Source: an optimization exercise on an open RTL-to-GDS flow (aim: small area, a short achievable clock period and few clock cycles per item). Production flows keep margins and buffers that such runs may drop. At most, simulation tests tie the RTL to the original design; equivalence was not proved. Only the layout flow was run in runs 1 and 2; the RTL was not checked for function there.

==> flow/design.v (outline; a module is shown in full before it is edited, if it fits) <==
// module hijri_date_from_day_number: 177 lines
// module hijri_sub: 232 lines
// module hijri_est: 342 lines
// module hijri_z3: 453 lines
// module hijri_z4: 191 lines
module hijri_date_from_day_number (
  input  logic                clk,
  input  logic                rst,
  input  logic                cfg_valid,
  output logic                cfg_ready,
  input  logic [21:0]     epoch_day_number,
  input  logic                in_valid,
  output logic                in_stall,
  input  logic [21:0]     julian_day_number,
  output logic                out_valid,
  input  logic                out_stall,
  output logic [4:0]    hijri_day,
  output logic [3:0]  hijri_month,
  output logic [13:0]   hijri_year,
  output logic                leap_year_flag,
  output logic                status_code
);
  // ...
==> flow/run.sh <==
#!/bin/bash
# synth_recipe.tcl (not shown) runs the flow's synth.tcl, then flattens the netlist and writes it again
# the make line also repeats each setting of config.mk as NAME=value (left out here)
make -C /OpenROAD-flow-scripts/flow DESIGN_CONFIG=/design/flow/config.mk WORK_HOME=/design/flow/orfs CLKGATE_MAP_FILE= SYNTH_SCRIPT=/design/flow/synth_recipe.tcl finish
==> flow/config.mk <==
export PLATFORM = sky130hd
export DESIGN_NAME = hijri_date_from_day_number
export DESIGN_NICKNAME = hijri_date_from_day_number
export VERILOG_FILES = /design/flow/design.v
export SDC_FILE = /design/flow/constraint.sdc
export NUM_CORES = 4
export LEC_CHECK = 0
export CAP_MARGIN = 20
export CORE_MARGIN = 2
export CORE_UTILIZATION = 40
export SETUP_SLACK_MARGIN = 3.5
export SLEW_MARGIN = 20
==> flow/constraint.sdc <==
create_clock -name core_clock -period 7.5 [get_ports {clk}]
set_input_delay 1.5000 -clock core_clock [delete_from_list [all_inputs] [get_ports {clk}]]
set_output_delay 1.5000 -clock core_clock [all_outputs]
set_load 0.01 [all_outputs]
==> key figures, run 1 <==
Outcome
  – Status: finished clean

Finish
  – Nonclk buf count: 164
  – Commonest non-fill, non-tap cells in the layout: inv_1, edfxtp_1, ha_1
  – Clk cell area share: 0.0351
  – Dominant kind of cell: multi-input gates
  – Area growth syn-to-layout: 24.2%
  – Register area: about 4800 um^2

Route
  – Antenna Nets Post-Route: 0
  – Via count: ~8400
  – WL met1: around 11000 um

Worst setup path
  – Reg2reg path depth: 29
  – Flop2flop setup slack: approximately 2000 ps
  – CP Capture Type: flop
  – Reg-to-reg startpoint: s3_ai[0]
  – Crit path launch: s3_ai[0]

Logic synthesis
  – Post-synth EDFFs: 142
  – Distinct cell type count after synthesis: 64
  – Synth Instances: roughly 1200
  – Syn_nets: 1469
  – Cell taking the most area after synthesis: edfxtp_1
  – Largest family of logic cells by synthesized area: adder cells

STA
  – Hold_ws: around 410 ps
  – Slew HR: 0.315
  – Final setup TNS: 0 ps
  – Fmax: ~180 MHz
  – Setup-failing EPs final: 0
  – Worst-margin pin slew: 1030 ps

CTS
  – Root Driver: clkbuf_16
  – Clock edge transition at the registers on the reported setup and hold paths: 80 ps

Global routing
  – GRT Residual Overflow: 0

Placement
  – Placed cell count: 1625

Floorplan
  – DIE WIDTH: 184 um

Job
  – Max cap viols: 0
==> inputs of run 2 (changes only) <==
--- a/flow/config.mk
+++ b/flow/config.mk
@@ -9,4 +9,3 @@
 export CORE_MARGIN = 2
 export CORE_UTILIZATION = 40
-export SETUP_SLACK_MARGIN = 3.5
 export SLEW_MARGIN = 20
==> run 2 against run 1 <==
Compared with the run above:
- critical path depth unchanged
- non-clock buffer count down 84
- flip-flop and latch count unchanged
- still clean
- critical path type unchanged
- clock skew about the same
- synthesized cell count unchanged
- critical endpoint is now s4_year[13]
==> key figures, run 2 <==
Min path
  – Type of the tightest min-delay check: reg -> reg (unchanged)
  – Hold path startpoint: s1_d[3] (was s3_err)

STA
  – Fin crit share: 0.880 (was 0.739)
  – Clock Skews: 15.0 ps (was 15.3 ps)
  – Slew Limit Fails: 0 (unchanged)
  – Final WS setup: 901 ps (was 1960 ps)
  – Fmax: 152 MHz (was 181 MHz)
  – Final setup TNS: 0 ps (unchanged)
  – RSZ-0062 raised after global routing: no (was yes)
  – Final number of hold-violating endpoints: 0 (unchanged)
  – Slew HR: 0.486 (was 0.315)
  – Setup-failing EPs final: 0 (unchanged)
  – Period minus WS final: 6600 ps (was 5540 ps)
  – Worst-margin pin slew: 771 ps (was 1030 ps)

Worst setup path
  – Crit path launch: s3_ai[0] (unchanged)
  – Flop2flop setup slack: 900 ps (was 1960 ps)
  – Reg-to-reg startpoint: s3_ai[0] (unchanged)
  – Reg2reg path depth: 29 (unchanged)
  – RR Endpoint: s4_year[13] (was s4_year[12])
  – CP Class: reg -> reg (unchanged)
  – Crit-path max FO: 14 (was 7)
  – CP max-delay cell: or3_4 (was edfxtp_1)
  – CP Capture Type: flop (unchanged)
  – Critical Path Start Type: flop (unchanged)
  – Critical path required time: 7690 ps (about the same)
  – Crit path capture: s4_year[13] (was s4_year[12])
  – Crit path DAT: 6790 ps (was 5730 ps)
  – Worst path max stage delay: 400 ps (was 370 ps)

Floorplan
  – Die Height: 184 um (unchanged)
  – Row count: 65 (unchanged)
  – Starting density of the core: 0.408 (unchanged)
  – Die area: 33700 um^2 (unchanged)
  – DIE WIDTH: 184 um (unchanged)
  – Top Ports: 77 (unchanged)
  – Core Region: 31600 um^2 (unchanged)

CTS
  – CTS sink cnt: 169 (unchanged)
  – Post-CTS Setup Inserts: 0 (was 60)
  – Clk buf depth: 2 (unchanged)
  – CTS resizes: 0 (was 50)
  – Root Driver: clkbuf_16 (unchanged)
  – CTS Buf Count: 17 (unchanged)
  – Hold buffers post-CTS: 0 (unchanged)
  – Skew-Pair Late Insertion Delay: 440 ps (was 430 ps)
  – Clock edge transition at the registers on the reported setup and hold paths: 70 ps (was 80 ps)
  – TritonCTS clock tree: built (unchanged)
  – # H-tree levels: 4 (unchanged)

Finish
  – Multi-input logic area: 7220 um^2 (was 7840 um^2)
  – Top Registers: epoch (22), s1_d (22) (unchanged)
  – Register area: 4800 um^2 (unchanged)
  – Filler cell count: 2909 (was 2827)
  – Finished Layout Cells: 1658 (was 1745)
  – Most common cell after layout, fill and taps aside: inv_1 (unchanged)
  – Final net count: 1556 (was 1643)
  – Antenna fix cells: 0 (unchanged)
  – Post-layout util: 0.465 (was 0.507)
  – Area growth syn-to-layout: 13.9% (was 24.2%)
  – Layout cells sized above 1: 0.0414 (was 0.172)
  – Commonest non-fill, non-tap cells in the layout: inv_1, ha_1, edfxtp_1 (was inv_1, edfxtp_1, ha_1)

Route
  – Via-to-Cell Ratio: 4.79 (was 4.84)
  – DR iter-0 viols: 347 (was 381)
  – Uppermost routed layer: met4 (unchanged)
  – Detailed Routing Iterations Pass 1: 4 (unchanged)
  – Detailed Route WL: 23000 um (was 25500 um)
  – Wire length on met2: 11400 um (was 13000 um)
  – Post-route DRC: 0 (unchanged)
  – Antenna Nets Post-Route: 0 (unchanged)
  – Met3 wire length: 644 um (was 869 um)
  – WL met1: 10700 um (was 11000 um)
  – WL/cell: 13.9 um (was 14.6 um)
  – Via count: 7945 (was 8448)

Placement
  – Post-DP HPWL: 18300 um (was 17900 um)
  – Worst slack, placed: 889 ps (was 1490 ps)
  – Port buffer count: 75 (unchanged)
  – GPL Wtd Cong: 0.863 (was 0.832)
  – Placed cell count: 1626 (was 1625)

Global routing
  – First-pass GRT wire length: 38600 um (was 41800 um)
  – Largest net degree at the start of global routing: 57 (was 83)
  – Number of global-route vias before repair: 8043 (was 8531)
  – Initial antenna violation count: 0 (unchanged)
  – Global-route usage over all layers: 0.145 (was 0.157)
  – GRT Residual Overflow: 0 (unchanged)

Logic synthesis
  – Seq cells post-synth: 169 (unchanged)
  – Main area contributors after synthesis: edfxtp_1, fa_1, ha_1, inv_1, xnor2_1 (unchanged)
  – Sequential share of the synthesized area: 0.372 (unchanged)
  – Cell taking the most area after synthesis: edfxtp_1 (unchanged)
  – Syn_nets: 1469 (unchanged)
  – Async SR Flop Fraction: 0 (unchanged)
  – Synth top cells by count: inv_1, ha_1, edfxtp_1, fa_1, xnor2_1 (unchanged)
  – Distinct cell type count after synthesis: 64 (unchanged)
  – Synthesized area: 12900 um^2 (unchanged)
  – Yosys warns: 1 (unchanged)
  – Synthesized area per cell: 11.2 um^2 (unchanged)
  – Post-synth EDFFs: 142 (unchanged)
  – Top cell type's share of synthesized area: 0.330 (unchanged)
  – Ys flop type: edfxtp_1 (unchanged)
  – Most numerous cell in the Yosys netlist: inv_1 (unchanged)
  – Synth Instances: 1156 (unchanged)

Job
  – Max cap viols: 0 (unchanged)

Outcome
  – Status: finished clean (unchanged)
==> run 2: cell count changes in the layout (fill, tap and decap cells not counted), moves of 8 or more <==
cell / before / now
fa_1: 96 / 106
o21ai_0: 19 / 27
buf_4: 80 / 5
buf_6: 10 / 0
ha_4: 10 / 0
ha_1: 141 / 158
fa_2: 10 / 0
==> run 2: worst min-delay path by stage <==
| stage | end | depth (start not counted) | slack [ps] |
|---|---|---|---|
| finish | s2_d[3] | 0 | 420 |
| global route | s2_d[3] | 0 | 430 |
| CTS | s3_err | 0 | 420 |
| detailed placement | s2_d[3] | 0 | 400 |
| global placement | s4_err | 0 | 400 |
| floorplan | s2_d[0] | 0 | 400 |
==> run 2: layout make-up <==
type	count	share of cell area
clock buffer	18	0.0292
multi-input combinational	751	0.491
inverter	224	0.0572
clock inverter	14	0.00775
timing repair buffer	80	0.0536
tap	402	0.0342
sequential	169	0.327
==> run 2: per-layer routing <==
layer,vias up,global-route usage
met5,-,0
met4,0,0.0390
met3,23,0.0273
met2,131,0.260
met1,3743,0.178
li1,4048,-
==> run 2: metrics by stage <==
step                      area (um^2)  hold WS [ps]
after CTS                       14700           420
final                           14700           420
after detailed placement        14200           405
after floorplan                 12900           400
after global placement          14200           401
after global routing            14700           425
==> run 2: logic make-up after synthesis <==
family | Yosys count | share of synthesized area
compound gates | 170 | 0.0869
fa+ha+maj | 264 | 0.318
xor+xnor | 91 | 0.0618
other cells | 1 | 0.000291
simple gates | 211 | 0.0812
mux | 14 | 0.0110
flops | 169 | 0.372
buf+inv | 236 | 0.0690
==> run 2: worst max-delay path: cells and delay by family, from the launching register on <==
kind | cells | cell delay, ps
buffers and inverters | 4 | 390
xor gates and xnor gates | 3 | 390
DFF | 1 | 370
muxes | 1 | 390
and+or+nand+nor | 10 | 2040
adders and majority gates | 5 | 1320
AOI/OAI and AO/OA | 6 | 1440
==> module hijri_date_from_day_number, before the edit <==
module hijri_date_from_day_number (
  input  logic                clk,
  input  logic                rst,
  input  logic                cfg_valid,
  output logic                cfg_ready,
  input  logic [21:0]     epoch_day_number,
  input  logic                in_valid,
  output logic                in_stall,
  input  logic [21:0]     julian_day_number,
  output logic                out_valid,
  input  logic                out_stall,
  output logic [4:0]    hijri_day,
  output logic [3:0]  hijri_month,
  output logic [13:0]   hijri_year,
  output logic                leap_year_flag,
  output logic                status_code
);
  localparam logic [21:0] EPOCH_RESET = 22'd1948440;
  function automatic logic is_leap(input int cyc);
    case (cyc)
      2, 5, 7, 10, 13, 16, 18, 21, 24, 26, 29: is_leap = 1'b1;
      default: is_leap = 1'b0;
    endcase
  endfunction
  logic adv;
  assign adv       = !(out_valid && out_stall);
  assign in_stall  = !adv;
  assign cfg_ready = 1'b1;
  logic [21:0] epoch;
  always_ff @(posedge clk) begin
    if (rst)            epoch <= EPOCH_RESET;
    else if (cfg_valid) epoch <= epoch_day_number;
  end
  logic [21:0] diff;
  logic        nb;
  hijri_sub u_sub (.j(julian_day_number), .e(epoch), .d(diff), .nb(nb));
  logic        s1_valid, s1_err;
  logic [21:0] s1_d;
  always_ff @(posedge clk) begin
    if (rst)      s1_valid <= 1'b0;
    else if (adv) s1_valid <= in_valid;
  end
  always_ff @(posedge clk) begin
    if (adv) begin
      s1_err <= !nb;
      s1_d   <= diff;
    end
  end
  logic [13:0] qe;
  hijri_est u_est (.x(s1_d[21:8]), .q(qe));
  logic        s2_valid, s2_err;
  logic [9:0]  s2_d;
  logic [13:0] s2_q;
  always_ff @(posedge clk) begin
    if (rst)      s2_valid <= 1'b0;
    else if (adv) s2_valid <= s1_valid;
  end
  always_ff @(posedge clk) begin
    if (adv) begin
      s2_err <= s1_err;
      s2_d   <= s1_d[9:0];
      s2_q   <= qe;
    end
  end
  logic [9:0] ai, bi;
  logic       c1, t, c2f;
  hijri_z3 u_z3 (.d(s2_d), .q(s2_q), .ai(ai), .bi(bi), .c1(c1), .t(t), .c2f(c2f));
  function automatic logic [3:0] eac(input logic [3:0] a, input logic [3:0] b);
    logic [4:0] s;
    s = {1'b0, a} + {1'b0, b};
    eac = s[3:0] + {3'b000, s[4]};
  endfunction
  logic [3:0] m15;
  logic [2:0] lp;
  always_comb begin
    m15 = eac(eac(s2_q[3:0], s2_q[7:4]), eac(s2_q[11:8], {2'b00, s2_q[13:12]}));
    lp = '0;
    for (int k = 0; k < 30; k++)
      if ((k % 2) == int'(s2_q[0]) && ((k % 15) == int'(m15) || (k % 15 == 0 && m15 == 4'd15)))
        lp = {is_leap((k + 3) % 30), is_leap((k + 2) % 30), is_leap((k + 1) % 30)};
  end
  logic        s3_valid, s3_err, s3_c1, s3_t, s3_c2f;
  logic [9:0]  s3_ai, s3_bi;
  logic [13:0] s3_y1;
  logic [2:0]  s3_lp;
  always_ff @(posedge clk) begin
    if (rst)      s3_valid <= 1'b0;
    else if (adv) s3_valid <= s2_valid;
  end
  always_ff @(posedge clk) begin
    if (adv) begin
      s3_err <= s2_err;
      s3_ai  <= ai;
      s3_bi  <= bi;
      s3_c1  <= c1;
      s3_t   <= t;
      s3_c2f <= c2f;
      s3_y1  <= s2_q + 14'd1;
      s3_lp  <= lp;
    end
  end
  logic [9:0]  zi, z2;
  logic        fix, leap_y, leap_n, ovf, inc1, inc2;
  logic [8:0]  doy;
  logic [13:0] t1, t2, year;
  hijri_z4 u_z4 (.ai(s3_ai), .bi(s3_bi), .c1(s3_c1), .t(s3_t), .c2f(s3_c2f), .zi(zi), .z2(z2));
  always_comb begin
    fix    = !z2[9];
    doy    = fix ? z2[8:0] : zi[8:0];
    leap_y = fix ? s3_lp[1] : s3_lp[0];
    leap_n = fix ? s3_lp[2] : s3_lp[1];
    ovf    = !leap_y && (doy == 9'd354);
    inc1   = fix ^ ovf;
    inc2   = fix & ovf;
    t1[0]  = 1'b1;
    t2[0]  = 1'b0;
    t2[1]  = 1'b1;
    for (int i = 1; i < 14; i++) t1[i] = t1[i-1] & s3_y1[i-1];
    for (int i = 2; i < 14; i++) t2[i] = t2[i-1] & s3_y1[i-1];
    year   = s3_y1 ^ ({14{inc1}} & t1) ^ ({14{inc2}} & t2);
  end
  logic        s4_valid, s4_err, s4_ovf, s4_leap;
  logic [5:0]  s4_dlo;
  logic [4:0]  s4_ge;
  logic [13:0] s4_year;
  always_ff @(posedge clk) begin
    if (rst)      s4_valid <= 1'b0;
    else if (adv) s4_valid <= s3_valid;
  end
  always_ff @(posedge clk) begin
    if (adv) begin
      s4_err  <= s3_err;
      s4_ovf  <= ovf;
      s4_leap <= ovf ? leap_n : leap_y;
      s4_dlo  <= doy[5:0];
      s4_ge   <= {doy >= 9'd295, doy >= 9'd236, doy >= 9'd177, doy >= 9'd118, doy >= 9'd59};
      s4_year <= year;
    end
  end
  logic [2:0] m2;
  logic [5:0] r;
  logic       h;
  logic [4:0] dd;
  always_comb begin
    case (s4_ge)
      5'b00000: begin m2 = 3'd0; r = s4_dlo; end
      5'b00001: begin m2 = 3'd1; r = s4_dlo + 6'd5; end
      5'b00011: begin m2 = 3'd2; r = s4_dlo + 6'd10; end
      5'b00111: begin m2 = 3'd3; r = s4_dlo + 6'd15; end
      5'b01111: begin m2 = 3'd4; r = s4_dlo + 6'd20; end
      default:  begin m2 = 3'd5; r = s4_dlo + 6'd25; end
    endcase
    h  = r >= 6'd30;
    dd = 5'(r) + {3'b000, h, 1'b1};
  end
  always_ff @(posedge clk) begin
    if (rst)      out_valid <= 1'b0;
    else if (adv) out_valid <= s4_valid;
  end
  always_ff @(posedge clk) begin
    if (adv) begin
      if (s4_err) begin
        hijri_day      <= '0;
        hijri_month    <= '0;
        hijri_year     <= '0;
        leap_year_flag <= 1'b0;
        status_code    <= 1'b1;
      end else begin
        hijri_day      <= s4_ovf ? 5'd1 : dd;
        hijri_month    <= s4_ovf ? 4'd1 : {m2, 1'b0} + {3'b000, h} + 4'd1;
        hijri_year     <= s4_year;
        leap_year_flag <= s4_leap;
        status_code    <= 1'b0;
      end
    end
  end
endmodule
==> inputs of run 3 (changes only) <==
--- a/flow/design.v
+++ b/flow/design.v
@@ -66,17 +66,109 @@
   logic       c1, t, c2f;
   hijri_z3 u_z3 (.d(s2_d), .q(s2_q), .ai(ai), .bi(bi), .c1(c1), .t(t), .c2f(c2f));
-  function automatic logic [3:0] eac(input logic [3:0] a, input logic [3:0] b);
-    logic [4:0] s;
-    s = {1'b0, a} + {1'b0, b};
-    eac = s[3:0] + {3'b000, s[4]};
-  endfunction
-  logic [3:0] m15;
+  logic [5:0] nsum;
   logic [2:0] lp;
   always_comb begin
-    m15 = eac(eac(s2_q[3:0], s2_q[7:4]), eac(s2_q[11:8], {2'b00, s2_q[13:12]}));
-    lp = '0;
-    for (int k = 0; k < 30; k++)
-      if ((k % 2) == int'(s2_q[0]) && ((k % 15) == int'(m15) || (k % 15 == 0 && m15 == 4'd15)))
-        lp = {is_leap((k + 3) % 30), is_leap((k + 2) % 30), is_leap((k + 1) % 30)};
+    nsum = 6'(s2_q[3:0]) + 6'(s2_q[7:4]) + 6'(s2_q[11:8]) + 6'(s2_q[13:12]);
+    case ({s2_q[0], nsum})
+      7'd0: lp = 3'b010;
+      7'd1: lp = 3'b010;
+      7'd2: lp = 3'b100;
+      7'd3: lp = 3'b100;
+      7'd4: lp = 3'b101;
+      7'd5: lp = 3'b001;
+      7'd6: lp = 3'b001;
+      7'd7: lp = 3'b010;
+      7'd8: lp = 3'b010;
+      7'd9: lp = 3'b010;
+      7'd10: lp = 3'b100;
+      7'd11: lp = 3'b100;
+      7'd12: lp = 3'b001;
+      7'd13: lp = 3'b001;
+      7'd14: lp = 3'b010;
+      7'd15: lp = 3'b010;
+      7'd16: lp = 3'b010;
+      7'd17: lp = 3'b100;
+      7'd18: lp = 3'b100;
+      7'd19: lp = 3'b101;
+      7'd20: lp = 3'b001;
+      7'd21: lp = 3'b001;
+      7'd22: lp = 3'b010;
+      7'd23: lp = 3'b010;
+      7'd24: lp = 3'b010;
+      7'd25: lp = 3'b100;
+      7'd26: lp = 3'b100;
+      7'd27: lp = 3'b001;
+      7'd28: lp = 3'b001;
+      7'd29: lp = 3'b010;
+      7'd30: lp = 3'b010;
+      7'd31: lp = 3'b010;
+      7'd32: lp = 3'b100;
+      7'd33: lp = 3'b100;
+      7'd34: lp = 3'b101;
+      7'd35: lp = 3'b001;
+      7'd36: lp = 3'b001;
+      7'd37: lp = 3'b010;
+      7'd38: lp = 3'b010;
+      7'd39: lp = 3'b010;
+      7'd40: lp = 3'b100;
+      7'd41: lp = 3'b100;
+      7'd42: lp = 3'b001;
+      7'd43: lp = 3'b001;
+      7'd44: lp = 3'b010;
+      7'd45: lp = 3'b010;
+      7'd46: lp = 3'b010;
+      7'd47: lp = 3'b100;
+      7'd48: lp = 3'b100;
+      7'd64: lp = 3'b101;
+      7'd65: lp = 3'b001;
+      7'd66: lp = 3'b001;
+      7'd67: lp = 3'b010;
+      7'd68: lp = 3'b010;
+      7'd69: lp = 3'b010;
+      7'd70: lp = 3'b100;
+      7'd71: lp = 3'b100;
+      7'd72: lp = 3'b101;
+      7'd73: lp = 3'b001;
+      7'd74: lp = 3'b001;
+      7'd75: lp = 3'b010;
+      7'd76: lp = 3'b010;
+      7'd77: lp = 3'b100;
+      7'd78: lp = 3'b100;
+      7'd79: lp = 3'b101;
+      7'd80: lp = 3'b001;
+      7'd81: lp = 3'b001;
+      7'd82: lp = 3'b010;
+      7'd83: lp = 3'b010;
+      7'd84: lp = 3'b010;
+      7'd85: lp = 3'b100;
+      7'd86: lp = 3'b100;
+      7'd87: lp = 3'b101;
+      7'd88: lp = 3'b001;
+      7'd89: lp = 3'b001;
+      7'd90: lp = 3'b010;
+      7'd91: lp = 3'b010;
+      7'd92: lp = 3'b100;
+      7'd93: lp = 3'b100;
+      7'd94: lp = 3'b101;
+      7'd95: lp = 3'b001;
+      7'd96: lp = 3'b001;
+      7'd97: lp = 3'b010;
+      7'd98: lp = 3'b010;
+      7'd99: lp = 3'b010;
+      7'd100: lp = 3'b100;
+      7'd101: lp = 3'b100;
+      7'd102: lp = 3'b101;
+      7'd103: lp = 3'b001;
+      7'd104: lp = 3'b001;
+      7'd105: lp = 3'b010;
+      7'd106: lp = 3'b010;
+      7'd107: lp = 3'b100;
+      7'd108: lp = 3'b100;
+      7'd109: lp = 3'b101;
+      7'd110: lp = 3'b001;
+      7'd111: lp = 3'b001;
+      7'd112: lp = 3'b010;
+      default: lp = 3'b000;
+    endcase
   end
   logic        s3_valid, s3_err, s3_c1, s3_t, s3_c2f;
@@ -101,7 +193,6 @@
   end
   logic [9:0]  zi, z2;
-  logic        fix, leap_y, leap_n, ovf, inc1, inc2;
+  logic        fix, leap_y, leap_n, ovf;
   logic [8:0]  doy;
-  logic [13:0] t1, t2, year;
   hijri_z4 u_z4 (.ai(s3_ai), .bi(s3_bi), .c1(s3_c1), .t(s3_t), .c2f(s3_c2f), .zi(zi), .z2(z2));
   always_comb begin
@@ -111,17 +202,9 @@
     leap_n = fix ? s3_lp[2] : s3_lp[1];
     ovf    = !leap_y && (doy == 9'd354);
-    inc1   = fix ^ ovf;
-    inc2   = fix & ovf;
-    t1[0]  = 1'b1;
-    t2[0]  = 1'b0;
-    t2[1]  = 1'b1;
-    for (int i = 1; i < 14; i++) t1[i] = t1[i-1] & s3_y1[i-1];
-    for (int i = 2; i < 14; i++) t2[i] = t2[i-1] & s3_y1[i-1];
-    year   = s3_y1 ^ ({14{inc1}} & t1) ^ ({14{inc2}} & t2);
   end
-  logic        s4_valid, s4_err, s4_ovf, s4_leap;
+  logic        s4_valid, s4_err, s4_ovf, s4_leap, s4_inc1, s4_inc2;
   logic [5:0]  s4_dlo;
   logic [4:0]  s4_ge;
-  logic [13:0] s4_year;
+  logic [13:0] s4_y1;
   always_ff @(posedge clk) begin
     if (rst)      s4_valid <= 1'b0;
@@ -135,5 +218,7 @@
       s4_dlo  <= doy[5:0];
       s4_ge   <= {doy >= 9'd295, doy >= 9'd236, doy >= 9'd177, doy >= 9'd118, doy >= 9'd59};
-      s4_year <= year;
+      s4_y1   <= s3_y1;
+      s4_inc1 <= fix ^ ovf;
+      s4_inc2 <= fix & ovf;
     end
   end
@@ -142,4 +227,5 @@
   logic       h;
   logic [4:0] dd;
+  logic [13:0] t1, t2, year;
   always_comb begin
     case (s4_ge)
@@ -153,4 +239,9 @@
     h  = r >= 6'd30;
     dd = 5'(r) + {3'b000, h, 1'b1};
+    for (int i = 0; i < 14; i++) begin
+      t1[i] = &(s4_y1 | ~((14'd1 << i) - 14'd1));
+      t2[i] = (i == 0) ? 1'b0 : &(s4_y1 | ~((14'd1 << i) - 14'd2));
+    end
+    year = s4_y1 ^ ({14{s4_inc1}} & t1) ^ ({14{s4_inc2}} & t2);
   end
   always_ff @(posedge clk) begin
@@ -169,5 +260,5 @@
         hijri_day      <= s4_ovf ? 5'd1 : dd;
         hijri_month    <= s4_ovf ? 4'd1 : {m2, 1'b0} + {3'b000, h} + 4'd1;
-        hijri_year     <= s4_year;
+        hijri_year     <= year;
         leap_year_flag <= s4_leap;
         status_code    <= 1'b0;
==> run 3 against run 2 <==
Compared with the run above:
- global-route usage increased by 0.38 points
- count of clock-buffer cells in the layout decreased by 1
- core utilization decreased by 0.33 points
- cell area increased by 1.8%
- hold slack got worse by 3.2 ps
==> key figures, run 3 <==
CTS
  – Clock edge transition at the registers on the reported setup and hold paths: 70 ps (about the same)
  – Hold buffers post-CTS: 0 (unchanged)
  – CTS Buf Count: 17 (unchanged)
  – # H-tree levels: 4 (unchanged)
  – CTS resizes: 0 (unchanged)
  – Root Driver: clkbuf_16 (unchanged)
  – Clk buf depth: 2 (unchanged)
  – Post-CTS Setup Inserts: 0 (unchanged)
  – CTS sink cnt: 171 (was 169)
  – Skew-Pair Late Insertion Delay: 430 ps (was 440 ps)
  – TritonCTS clock tree: built (unchanged)

Global routing
  – Global-route usage over all layers: 0.149 (was 0.145)
  – First-pass GRT wire length: 40400 um (was 38600 um)
  – Number of global-route vias before repair: 8361 (was 8043)
  – Initial antenna violation count: 0 (unchanged)
  – GRT Residual Overflow: 0 (unchanged)
  – Largest net degree at the start of global routing: 87 (was 57)

Worst setup path
  – Crit-path max FO: 12 (was 14)
  – CP Class: reg -> reg (unchanged)
  – Critical Path Start Type: flop (unchanged)
  – Critical path required time: 7680 ps (was 7690 ps)
  – CP bufs+invs: 5 (was 4)
  – Worst path max stage delay: 610 ps (was 400 ps)
  – Crit-path leading delay family: adder cells (was simple AND/OR/NAND/NOR gates)
  – CP max-delay cell: xnor2_2 (was or3_4)
  – Crit path DAT: 5440 ps (was 6790 ps)
  – CP Cell Sequence: inv_1 -> ha_1 -> inv_1 -> fa_1 -> inv_1 -> fa_1 -> nor2b_1 -> o21a_1 -> o21ai_0 -> a21oi_1 -> a21oi_1 -> fa_1 -> xor2_1 -> xnor2_2 -> inv_6 -> mux2_4 -> or3_4 -> nor3_2 -> inv_2 -> nor4_2 -> ha_1
  – CP Capture Type: flop (unchanged)

Finish
  – Filler cell count: 3031 (was 2909)
  – Multi-input logic area: 7390 um^2 (was 7220 um^2)
  – Top Registers: epoch (22), s1_d (22) (unchanged)
  – Area growth syn-to-layout: 13.7% (was 13.9%)
  – Antenna fix cells: 0 (unchanged)
  – Layout cells sized above 1: 0.0420 (was 0.0414)
  – Commonest non-fill, non-tap cells in the layout: inv_1, ha_1, edfxtp_1 (unchanged)
  – Most common cell after layout, fill and taps aside: inv_1 (unchanged)
  – Register area: 4860 um^2 (was 4800 um^2)
  – Final net count: 1587 (was 1556)
  – Post-layout util: 0.461 (was 0.465)

Logic synthesis
  – Sequential share of the synthesized area: 0.369 (was 0.372)
  – Largest family of logic cells by synthesized area: adder cells (unchanged)
  – Seq cells post-synth: 171 (was 169)
  – Adder-cell share of the synthesized area: 0.313 (was 0.318)
  – Simple-gate share of the synthesized area: 0.0848 (was 0.0812)
  – Synth Instances: 1192 (was 1156)
  – Async SR Flop Fraction: 0 (unchanged)
  – Main area contributors after synthesis: edfxtp_1, fa_1, ha_1, inv_1, dfxtp_1 (was edfxtp_1, fa_1, ha_1, inv_1, xnor2_1)
  – Post-synth EDFFs: 144 (was 142)
  – Ys flop type: edfxtp_1 (unchanged)
  – Distinct cell type count after synthesis: 74 (was 64)
  – Synth Area in Compound Gates: 0.0879 (was 0.0869)
  – Synthesized area per cell: 11.0 um^2 (was 11.2 um^2)
  – Most numerous cell in the Yosys netlist: inv_1 (unchanged)
  – Syn_nets: 1505 (was 1469)
  – Mux share of post-synthesis cell area: 0.0196 (was 0.0110)
  – Synthesized area: 13200 um^2 (was 12900 um^2)
  – Synth top cells by count: inv_1, ha_1, edfxtp_1, fa_1, nor2_1 (was inv_1, ha_1, edfxtp_1, fa_1, xnor2_1)
  – Cell taking the most area after synthesis: edfxtp_1 (unchanged)
  – XOR/XNOR share of the synthesized area: 0.0551 (was 0.0618)
  – Yosys warns: 1 (unchanged)
  – Top cell type's share of synthesized area: 0.328 (was 0.330)

Outcome
  – Status: finished clean (unchanged)

Floorplan
  – Starting density of the core: 0.406 (was 0.408)
  – Die area: 34400 um^2 (was 33700 um^2)
  – Die Height: 185 um (was 184 um)
  – DIE WIDTH: 185 um (was 184 um)
  – Row count: 66 (was 65)
  – Core Region: 32500 um^2 (was 31600 um^2)
  – Top Ports: 77 (unchanged)

Route
  – Via count: 8160 (was 7945)
  – Wire length on met2: 11600 um (was 11400 um)
  – Post-route DRC: 0 (unchanged)
  – Via-to-Cell Ratio: 4.72 (was 4.79)
  – Detailed Routing Iterations Pass 1: 4 (unchanged)
  – Antenna Nets Post-Route: 0 (unchanged)
  – DR iter-0 viols: 369 (was 347)
  – Met3 wire length: 792 um (was 644 um)
  – Uppermost routed layer: met4 (unchanged)
  – WL met1: 10800 um (was 10700 um)
  – Detailed Route WL: 23600 um (was 23000 um)
  – WL/cell: 13.7 um (was 13.9 um)

STA
  – RSZ-0062 raised after global routing: no (unchanged)
  – Fin crit share: 0.702 (was 0.880)
  – Clock Skews: 10.2 ps (was 15.0 ps)
  – Fmax: 190 MHz (was 152 MHz)
  – Worst-margin pin slew: 1020 ps (was 771 ps)
  – Slew Limit Fails: 0 (unchanged)
  – Final WS setup: 2240 ps (was 901 ps)
  – Final setup TNS: 0 ps (unchanged)
  – Period minus WS final: 5260 ps (was 6600 ps)
  – Setup-failing EPs final: 0 (unchanged)
  – Final number of hold-violating endpoints: 0 (unchanged)
  – Slew HR: 0.320 (was 0.486)

Placement
  – GPL Wtd Cong: 0.844 (was 0.863)
  – Port buffer count: 75 (unchanged)
  – Post-DP HPWL: 18900 um (was 18300 um)
  – Worst slack, placed: 2270 ps (was 889 ps)

Job
  – Max cap viols: 0 (unchanged)

Min path
  – Type of the tightest min-delay check: reg -> reg (unchanged)
-- run 3: cell count changes after synthesis, sizes merged, moves of 5 or more --
| cell | delta |
|---|---|
| nor2b | -10 |
| nand2 | +15 |
| nor2 | +8 |
| xnor2 | -16 |
| xor2 | +7 |
| a21oi | +7 |
| nand3 | +11 |
| nor3 | +5 |
| a211oi | +7 |
| o21a | -10 |
-- run 3: area by class of cell --
| cell class | count | share of cell area |
|---|---|---|
| multi-input combinational | 779 | 0.494 |
| sequential | 171 | 0.325 |
| inverter | 226 | 0.0570 |
| timing repair buffer | 79 | 0.0522 |
| tap | 442 | 0.0369 |
| clock buffer | 17 | 0.0284 |
| clock inverter | 15 | 0.00677 |
-- run 3: logic make-up after synthesis --
group | Yosys count
buffers and inverters | 242
other | 1
AND/OR/NAND/NOR | 236
XOR/XNOR | 82
adder cells (fa/ha/maj) | 264
flip-flops | 171
multiplexers | 21
AO/OA/AOI/OAI | 175
-- run 3: path summary, 6_finish.rpt --
check / from / end / slack (ps) / depth (start not counted)
setup / recovery: s3_ai[0] / s4_inc1 / 2240 / 21
hold / removal: s3_y1[0] / s4_y1[0] / 420 / 0
setup reg to reg: s3_ai[0] / s4_inc1 / 2240 / 21
hold reg to reg: s3_y1[0] / s4_y1[0] / 420 / 0
-- run 3: layer usage --
| metal | vias up | global-route usage |
|---|---|---|
| met5 | - | 0 |
| met4 | 0 | 0.0441 |
| met3 | 30 | 0.0286 |
| met2 | 139 | 0.260 |
| met1 | 3810 | 0.186 |
| li1 | 4181 | - |
-- run 3: stage by stage --
| step | hold WS [ps] | std cells | area, um^2 |
|---|---|---|---|
| 5_1_grt | 424 | 1729 | 15000 |
| 4_1_cts | 419 | 1729 | 15000 |
| 6_report | 417 | 1729 | 15000 |
| 3_3_place_gp | 401 | 1697 | 14400 |
| 2_1_floorplan | 400 | 1192 | 13200 |
| 3_5_place_dp | 405 | 1697 | 14400 |
-- run 3: worst register-to-register path, delay by kind of cell, from the launching register on --
kind                     cells  cell delay [ps]
AND/OR/NAND/NOR              4             1000
multiplexers                 1              360
adder cells (fa/ha/maj)      5             1480
buffers and inverters        5              370
flip-flops                   1              420
AO/OA/AOI/OAI                4              580
XOR/XNOR                     2              810
Testbench counts of run 3, summed over its fixed seeds: cycles 16,040, items 16,000.
==> inputs of run 4 (changes only) <==
--- a/flow/config.mk
+++ b/flow/config.mk
@@ -9,3 +9,5 @@
 export CORE_MARGIN = 2
 export CORE_UTILIZATION = 40
+export CTS_BUF_LIST = sky130_fd_sc_hd__clkbuf_4 sky130_fd_sc_hd__clkbuf_8
+export SETUP_SLACK_MARGIN = 3.0
 export SLEW_MARGIN = 20
==> run 4 against run 3 <==
Compared with the run above:
- still clean
- cell area increased by 1.2%
- flip-flop and latch count did not move
- sequential share of layout area shrank 0.38 points
- global-route usage is 0.48 points higher
- core utilization increased by 0.54 points
- register-to-register slack better by 920 ps
- non-clock buffer count rose by 22
- synthesized area did not move
- hold slack gained 4.2 ps
- setup slack gained 920 ps
- cell count increased by 1.3%
- critical path type unchanged
- largest cell class unchanged
==> key figures, run 4 <==
Outcome
  – Status: finished clean (unchanged)

STA
  – Slew Limit Fails: 0 (unchanged)
  – RSZ-0062 raised after global routing: yes (was no)
  – Worst-margin pin slew: 1010 ps (was 1020 ps)
  – Period minus WS final: 4340 ps (was 5260 ps)
  – Clock Skews: 14.2 ps (was 10.2 ps)
  – Slew HR: 0.326 (was 0.320)
  – Final number of hold-violating endpoints: 0 (unchanged)
  – Final setup TNS: 0 ps (unchanged)
  – Fmax: 230 MHz (was 190 MHz)
  – Hold_ws: 421 ps (was 417 ps)
  – Setup-failing EPs final: 0 (unchanged)
  – Fin crit share: 0.579 (was 0.702)

Logic synthesis
  – Synthesized area: 13200 um^2 (unchanged)
  – Post-synth EDFFs: 144 (unchanged)
  – Most numerous cell in the Yosys netlist: inv_1 (unchanged)
  – Main area contributors after synthesis: edfxtp_1, fa_1, ha_1, inv_1, dfxtp_1 (unchanged)
  – Synthesized area per cell: 11.0 um^2 (unchanged)
  – Sequential share of the synthesized area: 0.369 (unchanged)
  – Seq cells post-synth: 171 (unchanged)
  – Top cell type's share of synthesized area: 0.328 (unchanged)
  – Yosys warns: 1 (unchanged)
  – Cell taking the most area after synthesis: edfxtp_1 (unchanged)
  – Syn_nets: 1505 (unchanged)
  – Distinct cell type count after synthesis: 74 (unchanged)
  – Synth Instances: 1192 (unchanged)
  – Async SR Flop Fraction: 0 (unchanged)
  – Ys flop type: edfxtp_1 (unchanged)
  – Synth top cells by count: inv_1, ha_1, edfxtp_1, fa_1, nor2_1 (unchanged)

CTS
  – # H-tree levels: 4 (unchanged)
  – CTS sink cnt: 171 (unchanged)
  – Skew-Pair Late Insertion Delay: 460 ps (was 430 ps)
  – Clock edge transition at the registers on the reported setup and hold paths: 90 ps (was 70 ps)
  – Root Driver: clkbuf_8 (was clkbuf_16)
  – CTS Buf Count: 17 (unchanged)
  – TritonCTS clock tree: built (unchanged)
  – Clk buf depth: 2 (unchanged)

Placement
  – Port buffer count: 75 (unchanged)
  – Placed cell count: 1697 (unchanged)
  – Post-DP HPWL: 18700 um (was 18900 um)
  – GPL Wtd Cong: 0.857 (was 0.844)

Worst setup path
  – CP bufs+invs: 5 (unchanged)
  – Crit-path leading delay family: adder cells (unchanged)
  – CP Cell Sequence: inv_1 -> ha_1 -> inv_2 -> fa_2 -> inv_2 -> fa_2 -> nor2b_2 -> o21a_1 -> o21ai_2 -> a21oi_2 -> a21oi_2 -> fa_2 -> xor2_4 -> xnor2_4 -> inv_6 -> mux2_4 -> or3_4 -> nor3_4 -> inv_2 -> nor4_4 -> ha_1 (was inv_1 -> ha_1 -> inv_1 -> fa_1 -> inv_1 -> fa_1 -> nor2b_1 -> o21a_1 -> o21ai_0 -> a21oi_1 -> a21oi_1 -> fa_1 -> xor2_1 -> xnor2_2 -> inv_6 -> mux2_4 -> or3_4 -> nor3_2 -> inv_2 -> nor4_2 -> ha_1)
  – Critical Path Start Type: flop (unchanged)
  – CP max-delay cell: edfxtp_1 (was xnor2_2)
  – Crit-path max FO: 5 (was 12)
  – Crit path DAT: 4560 ps (was 5440 ps)
  – CP Capture Type: flop (unchanged)
  – Worst path max stage delay: 400 ps (was 610 ps)
  – Critical path required time: 7720 ps (was 7680 ps)
  – CP Class: reg -> reg (unchanged)

Floorplan
  – Die area: 34400 um^2 (unchanged)
  – DIE WIDTH: 185 um (unchanged)
  – Top Ports: 77 (unchanged)
  – Core Region: 32500 um^2 (unchanged)
  – Die Height: 185 um (unchanged)
  – Starting density of the core: 0.406 (unchanged)
  – Row count: 66 (unchanged)

Route
  – Via-to-Cell Ratio: 4.74 (was 4.72)
  – Detailed Route WL: 24500 um (was 23600 um)
  – WL/cell: 14.0 um (was 13.7 um)
  – Antenna Nets Post-Route: 0 (unchanged)
  – Detailed Routing Iterations Pass 1: 4 (unchanged)
  – Post-route DRC: 0 (unchanged)
  – DR iter-0 viols: 291 (was 369)
  – Via count: 8307 (was 8160)

Global routing
  – Initial antenna violation count: 0 (unchanged)
  – Largest net degree at the start of global routing: 83 (was 87)
  – Number of global-route vias before repair: 8386 (was 8361)
  – Global-route usage over all layers: 0.153 (was 0.149)
  – GRT Residual Overflow: 0 (unchanged)
  – First-pass GRT wire length: 41200 um (was 40400 um)

Finish
  – Layout cells sized above 1: 0.0725 (was 0.0420)
  – Commonest non-fill, non-tap cells in the layout: inv_1, ha_1, edfxtp_1 (unchanged)
  – Top Registers: epoch (22), s1_d (22) (unchanged)
  – Area growth syn-to-layout: 15.0% (was 13.7%)
  – Finished Layout Cells: 1752 (was 1729)
  – Most common cell after layout, fill and taps aside: inv_1 (unchanged)
  – Antenna fix cells: 0 (unchanged)
  – Final net count: 1610 (was 1587)

Min path
  – Type of the tightest min-delay check: reg -> reg (unchanged)

Job
  – Max cap viols: 0 (unchanged)
run 4: cell counts after synthesis:
No cell type changed its count.
run 4: cells by family after synthesis:
| group | after synthesis | synth area share |
|---|---|---|
| adder cells (fa/ha/maj) | 264 | 0.313 |
| buffers and inverters | 242 | 0.0700 |
| AND/OR/NAND/NOR | 236 | 0.0848 |
| AO/OA/AOI/OAI | 175 | 0.0879 |
| flip-flops | 171 | 0.369 |
| XOR/XNOR | 82 | 0.0551 |
| multiplexers | 21 | 0.0196 |
| other | 1 | 0.000285 |
run 4: per-layer routing:
metal | track usage | vias up | wire, um
li1 | - | 4223 | -
met1 | 0.194 | 3910 | 11300
met2 | 0.266 | 146 | 11900
met3 | 0.0258 | 28 | 803
met4 | 0.0537 | 0 | 428
met5 | 0 | - | 0
run 4: cell type report:
class	instances	area, um^2
clock buffers	24	293
flip-flops and latches	171	4860
multi-input cells	780	7520
inverters	226	853
fillers	3034	17300
clock inverters	8	120
repair buffers	101	941
well taps	442	553
run 4: metrics by stage:
step,area (um^2),util,setup slack [ps]
6_report,15100,0.467,3160
5_1_grt,15100,0.467,2930
4_1_cts,15000,0.463,2920
3_5_place_dp,14500,0.445,2340
3_3_place_gp,14500,0.445,2470
2_1_floorplan,13200,-,3070
run 4: path summary, 6_finish.rpt:
| path | start | to | slack, ps | cells after the start |
|---|---|---|---|---|
| worst min-delay path | s3_y1[8] | s4_y1[8] | 420 | 0 |
| worst max register to register | s3_bi[0] | s4_inc1 | 3160 | 21 |
| worst max-delay path | s3_bi[0] | s4_inc1 | 3160 | 21 |
| worst min register to register | s3_y1[8] | s4_y1[8] | 420 | 0 |
run 4: repair_timing:
action                                  CTS  global route
hold buffers                              0             0
gates cloned                              1             0
setup buffers                            11            11
gates resized for setup                  18             7
endpoints found under the setup margin    7            12
pin swaps                                12             8
==> inputs of run 5 (changes only) <==
--- a/flow/config.mk
+++ b/flow/config.mk
@@ -9,5 +9,4 @@
 export CORE_MARGIN = 2
 export CORE_UTILIZATION = 40
-export CTS_BUF_LIST = sky130_fd_sc_hd__clkbuf_4 sky130_fd_sc_hd__clkbuf_8
 export SETUP_SLACK_MARGIN = 3.0
 export SLEW_MARGIN = 20
==> run 5 against run 4 <==
Compared with the run above:
- core utilization grew 0.58 points
- clock skew shrank 4.8 ps
- count of clock-buffer cells in the layout grew 2
- register-to-register slack is essentially flat
- critical endpoint unchanged
- largest cell class unchanged
- highest routed layer unchanged
==> key figures, run 5 <==
CTS
  – Hold buffers post-CTS: 0 (unchanged)
  – # H-tree levels: 4 (unchanged)
  – CTS sink cnt: 171 (unchanged)
  – Root Driver: clkbuf_16 (was clkbuf_8)
  – Skew-Pair Late Insertion Delay: 430 ps (was 460 ps)
  – TritonCTS clock tree: built (unchanged)
  – Clock edge transition at the registers on the reported setup and hold paths: 60 ps (was 90 ps)
  – CTS Buf Count: 17 (unchanged)
  – Clk buf depth: 2 (unchanged)

Floorplan
  – DIE WIDTH: 185 um (unchanged)
  – Die Height: 185 um (unchanged)
  – Top Ports: 77 (unchanged)
  – Row count: 66 (unchanged)
  – Core Region: 32500 um^2 (unchanged)
  – Die area: 34400 um^2 (unchanged)
  – Starting density of the core: 0.406 (unchanged)

Route
  – WL/cell: 13.9 um (was 14.0 um)
  – DR iter-0 viols: 271 (was 291)
  – Via-to-Cell Ratio: 4.71 (was 4.74)
  – Post-route DRC: 0 (unchanged)
  – Detailed Route WL: 24500 um (about the same)
  – Antenna Nets Post-Route: 0 (unchanged)
  – Detailed Routing Iterations Pass 1: 5 (was 4)
  – Via count: 8274 (was 8307)

Global routing
  – Largest net degree at the start of global routing: 83 (unchanged)
  – Number of global-route vias before repair: 8372 (was 8386)
  – Global-route usage over all layers: 0.153 (about the same)
  – Initial antenna violation count: 0 (unchanged)
  – GRT Residual Overflow: 0 (unchanged)
  – First-pass GRT wire length: 41000 um (was 41200 um)

Logic synthesis
  – Seq cells post-synth: 171 (unchanged)
  – Synth top cells by count: inv_1, ha_1, edfxtp_1, fa_1, nor2_1 (unchanged)
  – Distinct cell type count after synthesis: 74 (unchanged)
  – Ys flop type: edfxtp_1 (unchanged)
  – Synth Instances: 1192 (unchanged)
  – Yosys warns: 1 (unchanged)
  – Synthesized area per cell: 11.0 um^2 (unchanged)
  – Top cell type's share of synthesized area: 0.328 (unchanged)
  – Async SR Flop Fraction: 0 (unchanged)
  – Cell taking the most area after synthesis: edfxtp_1 (unchanged)
  – Synthesized area: 13200 um^2 (unchanged)
  – Sequential share of the synthesized area: 0.369 (unchanged)
  – Main area contributors after synthesis: edfxtp_1, fa_1, ha_1, inv_1, dfxtp_1 (unchanged)
  – Syn_nets: 1505 (unchanged)
  – Most numerous cell in the Yosys netlist: inv_1 (unchanged)
  – Post-synth EDFFs: 144 (unchanged)

Finish
  – Area growth syn-to-layout: 16.4% (was 15.0%)
  – Register area: 4860 um^2 (unchanged)
  – Filler cell count: 3010 (was 3034)
  – Multi-input logic area: 7520 um^2 (unchanged)
  – Antenna fix cells: 0 (unchanged)
  – Top Registers: epoch (22), s1_d (22) (unchanged)
  – Commonest non-fill, non-tap cells in the layout: inv_1, ha_1, edfxtp_1 (unchanged)
  – Final net count: 1614 (was 1610)
  – Layout cells sized above 1: 0.0708 (was 0.0725)
  – Most common cell after layout, fill and taps aside: inv_1 (unchanged)
  – Post-layout util: 0.473 (was 0.467)

STA
  – Fin crit share: 0.579 (about the same)
  – Final number of hold-violating endpoints: 0 (unchanged)
  – Slew Limit Fails: 0 (unchanged)
  – Final setup TNS: 0 ps (unchanged)
  – Hold_ws: 416 ps (was 421 ps)
  – Slew HR: 0.322 (was 0.326)
  – Setup-failing EPs final: 0 (unchanged)
  – Worst-margin pin slew: 1020 ps (was 1010 ps)
  – Final WS setup: 3160 ps (about the same)
  – Fmax: 230 MHz (about the same)
  – Period minus WS final: 4340 ps (about the same)
  – RSZ-0062 raised after global routing: yes (unchanged)
  – Clock Skews: 9.36 ps (was 14.2 ps)

Worst setup path
  – CP Class: reg -> reg (unchanged)
  – Reg-to-reg startpoint: s3_bi[0] (unchanged)
  – Crit-path max FO: 5 (unchanged)
  – CP Cell Sequence: inv_1 -> ha_1 -> inv_2 -> fa_2 -> inv_2 -> fa_2 -> nor2b_2 -> o21a_1 -> o21ai_2 -> a21oi_2 -> a21oi_2 -> fa_2 -> xor2_4 -> xnor2_4 -> inv_6 -> mux2_4 -> or3_4 -> nor3_4 -> inv_2 -> nor4_4 -> ha_1 (unchanged)
  – Worst path max stage delay: 390 ps (was 400 ps)
  – Critical path required time: 7680 ps (was 7720 ps)
  – CP max-delay cell: edfxtp_1 (unchanged)
  – Crit path DAT: 4520 ps (was 4560 ps)
  – CP Capture Type: flop (unchanged)
  – Critical Path Start Type: flop (unchanged)
  – Crit path launch: s3_bi[0] (unchanged)

Outcome
  – Status: finished clean (unchanged)

Job
  – Max cap viols: 0 (unchanged)

Placement
  – Worst slack, placed: 2340 ps (unchanged)
  – Post-DP HPWL: 18700 um (unchanged)
  – Port buffer count: 75 (unchanged)
  – GPL Wtd Cong: 0.857 (unchanged)

Min path
  – Hold path startpoint: s3_y1[8] (unchanged)
  – Type of the tightest min-delay check: reg -> reg (unchanged)
## run 5: cell counts after synthesis
Identical to the previous run, type by type.
## run 5: cells by family (layout without fill, tap and decap cells)
logic type               Yosys count  count (layout)  share of synthesized area
flip-flops                       171             171                      0.369
multiplexers                      21              21                     0.0196
other                              1               1                   0.000285
XOR/XNOR                          82              82                     0.0551
adder cells (fa/ha/maj)          264             264                      0.313
buffers and inverters            242             363                     0.0700
AND/OR/NAND/NOR                  236             237                     0.0848
AO/OA/AOI/OAI                    175             175                     0.0879
## run 5: worst max-delay path: cells and delay by family (launching register included)
| kind | cells | cell delay [ps] |
|---|---|---|
| simple gates | 4 | 740 |
| buf+inv | 5 | 320 |
| xor+xnor | 2 | 430 |
| flops | 1 | 390 |
| compound gates | 4 | 460 |
| fa+ha+maj | 5 | 1430 |
| mux | 1 | 310 |
## run 5: layout make-up
| class | instances | area share |
|---|---|---|
| Multi-Input combinational cell | 780 | 0.490 |
| Sequential cell | 171 | 0.317 |
| Timing Repair Buffer | 105 | 0.0633 |
| Inverter | 226 | 0.0556 |
| Tap cell | 442 | 0.0361 |
| Clock buffer | 26 | 0.0334 |
| Clock inverter | 6 | 0.00392 |
## run 5: stage by stage
stage	area, um^2	std cells
2_1_floorplan	13200	1192
3_3_place_gp	14500	1697
3_5_place_dp	14500	1697
4_1_cts	15200	1741
5_1_grt	15300	1756
6_report	15300	1756
## run 5: worst paths after layout
path                            endpoint  slack (ps)  depth (start not counted)
worst max-delay path             s4_inc1        3160                         21
worst min-delay path            s4_y1[8]         420                          0
worst max register to register   s4_inc1        3160                         21
worst min register to register  s4_y1[8]         420                          0
## run 5: per-layer routing
layer  up-vias  global-route usage  share of wire
li1       4231                   -              -
met1      3872               0.194           0.46
met2       142               0.265           0.48
met3        29              0.0258          0.034
met4         0              0.0486          0.017
met5         -                   0              0
## run 5: what timing repair did
| item | 4_1_cts | 5_1_grt |
|---|---|---|
| gates cloned | 1 | 0 |
| setup endpoints to repair | 7 | 13 |
| gates resized for setup | 18 | 7 |
| setup buffers | 11 | 15 |
| pin swaps | 12 | 8 |
==> inputs of run 6 (changes only) <==
==> flow/flow/run.sh (new file) <==
#!/bin/bash
# Standard layout, with every port buffered by a buf_1 instead of the default
# buffer cell. Each tool's output goes to a log file in this folder.
set -e
cp standard.sh standard_sh.txt
export BUFFER_PORTS_ARGS="-buffer_cell sky130_fd_sc_hd__buf_1"
bash standard.sh > standard.log 2>&1
==> flow/standard.sh (new file) <==
#!/bin/bash
# synth_recipe.tcl (not shown) runs the flow's synth.tcl, then flattens the netlist and writes it again
# the make line also repeats each setting of config.mk as NAME=value (left out here)
make -C /OpenROAD-flow-scripts/flow DESIGN_CONFIG=/design/flow/config.mk WORK_HOME=/design/flow/orfs CLKGATE_MAP_FILE= SYNTH_SCRIPT=/design/flow/synth_recipe.tcl "${@:-finish}"
removed: flow/run.sh
==> run 6 against run 5 <==
Compared with the run above:
- hold slack gained 0.53 ps
- count of clock-buffer cells in the layout shrank 2
- cell count shrank 0.28%
- critical path type unchanged
- largest cell class unchanged
- highest routed layer unchanged
==> key figures, run 6 <==
CTS
  – CTS Buf Count: 17 (unchanged)
  – Clk buf depth: 2 (unchanged)
  – Clock edge transition at the registers on the reported setup and hold paths: 70 ps (was 60 ps)
  – TritonCTS clock tree: built (unchanged)
  – # H-tree levels: 4 (unchanged)
  – Skew-Pair Late Insertion Delay: 430 ps (about the same)
  – Root Driver: clkbuf_16 (unchanged)
  – CTS sink cnt: 171 (unchanged)

Worst setup path
  – Crit-path max FO: 6 (was 5)
  – CP Cell Sequence: inv_1 -> ha_1 -> inv_2 -> fa_1 -> inv_1 -> fa_2 -> nor2b_2 -> o21a_1 -> o21ai_1 -> a21oi_2 -> a21oi_2 -> fa_2 -> xor2_4 -> xnor2_4 -> inv_6 -> buf_4 -> or4_4 -> nand3_4 -> nor4_4 -> buf_4 -> a221o_1 (was inv_1 -> ha_1 -> inv_2 -> fa_2 -> inv_2 -> fa_2 -> nor2b_2 -> o21a_1 -> o21ai_2 -> a21oi_2 -> a21oi_2 -> fa_2 -> xor2_4 -> xnor2_4 -> inv_6 -> mux2_4 -> or3_4 -> nor3_4 -> inv_2 -> nor4_4 -> ha_1)
  – Critical Path Start Type: flop (unchanged)
  – Critical path required time: 7680 ps (about the same)
  – CP Capture Type: flop (unchanged)
  – CP max-delay cell: or4_4 (was edfxtp_1)
  – Worst path max stage delay: 490 ps (was 390 ps)
  – CP Class: reg -> reg (unchanged)
  – Crit path DAT: 4500 ps (was 4520 ps)

Finish
  – Top Registers: epoch (22), s1_d (22) (unchanged)
  – Final net count: 1609 (was 1614)
  – Register area: 4860 um^2 (unchanged)
  – Area growth syn-to-layout: 12.6% (was 16.4%)
  – Filler cell count: 3064 (was 3010)
  – Most common cell after layout, fill and taps aside: inv_1 (unchanged)
  – Antenna fix cells: 0 (unchanged)
  – Commonest non-fill, non-tap cells in the layout: inv_1, ha_1, edfxtp_1 (unchanged)
  – Multi-input logic area: 7500 um^2 (was 7520 um^2)
  – Layout cells sized above 1: 0.0657 (was 0.0708)

Route
  – Uppermost routed layer: met4 (unchanged)
  – Met3 wire length: 812 um (was 845 um)
  – DR iter-0 viols: 335 (was 271)
  – Detailed Route WL: 23900 um (was 24500 um)
  – Via count: 8314 (was 8274)
  – Antenna Nets Post-Route: 0 (unchanged)
  – Post-route DRC: 0 (unchanged)
  – Wire length on met2: 11900 um (was 11800 um)
  – WL met1: 10800 um (was 11400 um)
  – Via-to-Cell Ratio: 4.75 (was 4.71)
  – WL/cell: 13.7 um (was 13.9 um)
  – Detailed Routing Iterations Pass 1: 4 (was 5)

Placement
  – Worst slack, placed: 2360 ps (was 2340 ps)
  – Port buffer count: 75 (unchanged)
  – Post-DP HPWL: 18600 um (was 18700 um)
  – GPL Wtd Cong: 0.848 (was 0.857)

Logic synthesis
  – Seq cells post-synth: 171 (unchanged)
  – Distinct cell type count after synthesis: 74 (unchanged)
  – Most numerous cell in the Yosys netlist: inv_1 (unchanged)
  – Syn_nets: 1505 (unchanged)
  – Sequential share of the synthesized area: 0.369 (unchanged)
  – Ys flop type: edfxtp_1 (unchanged)
  – Synthesized area: 13200 um^2 (unchanged)
  – Async SR Flop Fraction: 0 (unchanged)
  – Main area contributors after synthesis: edfxtp_1, fa_1, ha_1, inv_1, dfxtp_1 (unchanged)
  – Synthesized area per cell: 11.0 um^2 (unchanged)
  – Synth Instances: 1192 (unchanged)
  – Yosys warns: 1 (unchanged)
  – Top cell type's share of synthesized area: 0.328 (unchanged)
  – Post-synth EDFFs: 144 (unchanged)
  – Cell taking the most area after synthesis: edfxtp_1 (unchanged)
  – Synth top cells by count: inv_1, ha_1, edfxtp_1, fa_1, nor2_1 (unchanged)

Floorplan
  – Core Region: 32500 um^2 (unchanged)
  – Top Ports: 77 (unchanged)
  – Starting density of the core: 0.406 (unchanged)
  – Row count: 66 (unchanged)
  – DIE WIDTH: 185 um (unchanged)
  – Die Height: 185 um (unchanged)
  – Die area: 34400 um^2 (unchanged)

Global routing
  – GRT Residual Overflow: 0 (unchanged)
  – Initial antenna violation count: 0 (unchanged)
  – First-pass GRT wire length: 40200 um (was 41000 um)
  – Global-route usage over all layers: 0.149 (was 0.153)
  – Largest net degree at the start of global routing: 79 (was 83)
  – Number of global-route vias before repair: 8460 (was 8372)

STA
  – Final WS setup: 3180 ps (was 3160 ps)
  – Setup-failing EPs final: 0 (unchanged)
  – Worst-margin pin slew: 839 ps (was 1020 ps)
  – Fin crit share: 0.576 (was 0.579)
  – Slew Limit Fails: 0 (unchanged)
  – RSZ-0062 raised after global routing: yes (unchanged)
  – Period minus WS final: 4320 ps (was 4340 ps)
  – Clock Skews: 10.5 ps (was 9.36 ps)
  – Slew HR: 0.441 (was 0.322)
  – Fmax: 231 MHz (was 230 MHz)
  – Final setup TNS: 0 ps (unchanged)
  – Final number of hold-violating endpoints: 0 (unchanged)

Job
  – Max cap viols: 0 (unchanged)

Outcome
  – Status: finished clean (unchanged)

Min path
  – Type of the tightest min-delay check: reg -> reg (unchanged)
## run 6: cell type report
type                       count  share of cell area
clock buffer                  24              0.0318
clock inverter                 8             0.00726
inverter                     226              0.0576
multi-input combinational    779               0.506
sequential                   171               0.328
tap                          442              0.0373
timing repair buffer         101              0.0322
## run 6: logic make-up (layout without fill, tap and decap cells)
kind of cell,after synthesis,after routing,share of synthesized area
flops,171,171,0.369
simple gates,236,236,0.0848
buf+inv,242,359,0.0700
other cells,1,1,0.000285
compound gates,175,175,0.0879
mux,21,21,0.0196
xor+xnor,82,82,0.0551
fa+ha+maj,264,264,0.313
## run 6: worst paths after layout
| kind | startpoint | endpoint | slack (ps) | depth (start not counted) |
|---|---|---|---|---|
| worst min-delay path | s3_y1[3] | s4_y1[3] | 420 | 0 |
| worst max register to register | s3_ai[0] | s4_leap | 3180 | 21 |
| worst max-delay path | s3_ai[0] | s4_leap | 3180 | 21 |
| worst min register to register | s3_y1[3] | s4_y1[3] | 420 | 0 |
## run 6: what timing repair did
action / CTS / global route
pin swaps: 7 / 7
setup endpoints to repair: 6 / 11
hold buffers: 0 / 0
buffers inserted: 10 / 12
resized for setup: 11 / 8
## run 6: critical path, delay by kind of cell, from the launching register on
| kind | cells | cell delay [ps] |
|---|---|---|
| AND/OR/NAND/NOR | 4 | 800 |
| AO/OA/AOI/OAI | 5 | 780 |
| adder cells (fa/ha/maj) | 4 | 1180 |
| flip-flops | 1 | 350 |
| XOR/XNOR | 2 | 430 |
| buffers and inverters | 6 | 550 |
## run 6: layer usage
| layer | vias up | track usage |
|---|---|---|
| met5 | - | 0 |
| met4 | 0 | 0.0476 |
| met3 | 33 | 0.0303 |
| met2 | 141 | 0.264 |
| met1 | 3917 | 0.181 |
| li1 | 4223 | - |
## run 6: through the flow
stage	instances	utilization	hold WS, ps	cell area, um^2
floorplan	1192	-	400	13200
global placement	1697	0.431	401	14000
detailed placement	1697	0.431	406	14000
CTS	1739	0.453	417	14700
global route	1751	0.457	417	14800
finish	1751	0.457	416	14800

==> what the ideal ports hide <==
In the flow no input, the clock included, has a driving cell. The finished layouts below were timed again as built, in two steps. Step 1, drivers: a clkbuf_16 drives clk and a buf_2 each remaining input, both assumed. Step 2 moves the port delays by t, midway between the first and last clock arrival at a register: inputs arrive t later, outputs are due t later. That takes back most of the time a late clock gives input paths. Three values: no drivers, after step 1, after step 2; two values: the first two.
| run | t (ns) | setup slack, ns | slew at the worst register clock pin (ns) | worst data-port slew with drivers (ns) | cell pins on the clock port's net |
|---|---|---|---|---|---|
| run 1 | 0.475 | 1.961 / 1.961 / 1.961 | 0.08 / 0.08 | 0.04 | 1 |
| run 2 | 0.476 | 0.901 / 0.901 / 0.901 | 0.07 / 0.07 | 0.04 | 1 |
| run 3 | 0.478 | 2.238 / 2.238 / 2.238 | 0.07 / 0.07 | 0.04 | 1 |
| run 4 | 0.502 | 3.159 / 3.159 / 3.033 | 0.09 / 0.09 | 0.04 | 1 |
| run 5 | 0.473 | 3.161 / 3.161 / 3.057 | 0.07 / 0.07 | 0.04 | 1 |
| run 6 | 0.476 | 3.177 / 3.177 / 3.177 | 0.07 / 0.07 | 0.04 | 1 |
After both steps every run listed still meets setup and hold. The setup slack of run 4, which loses most, moves by 0.000 ns with the drivers and by -0.126 ns with both steps.
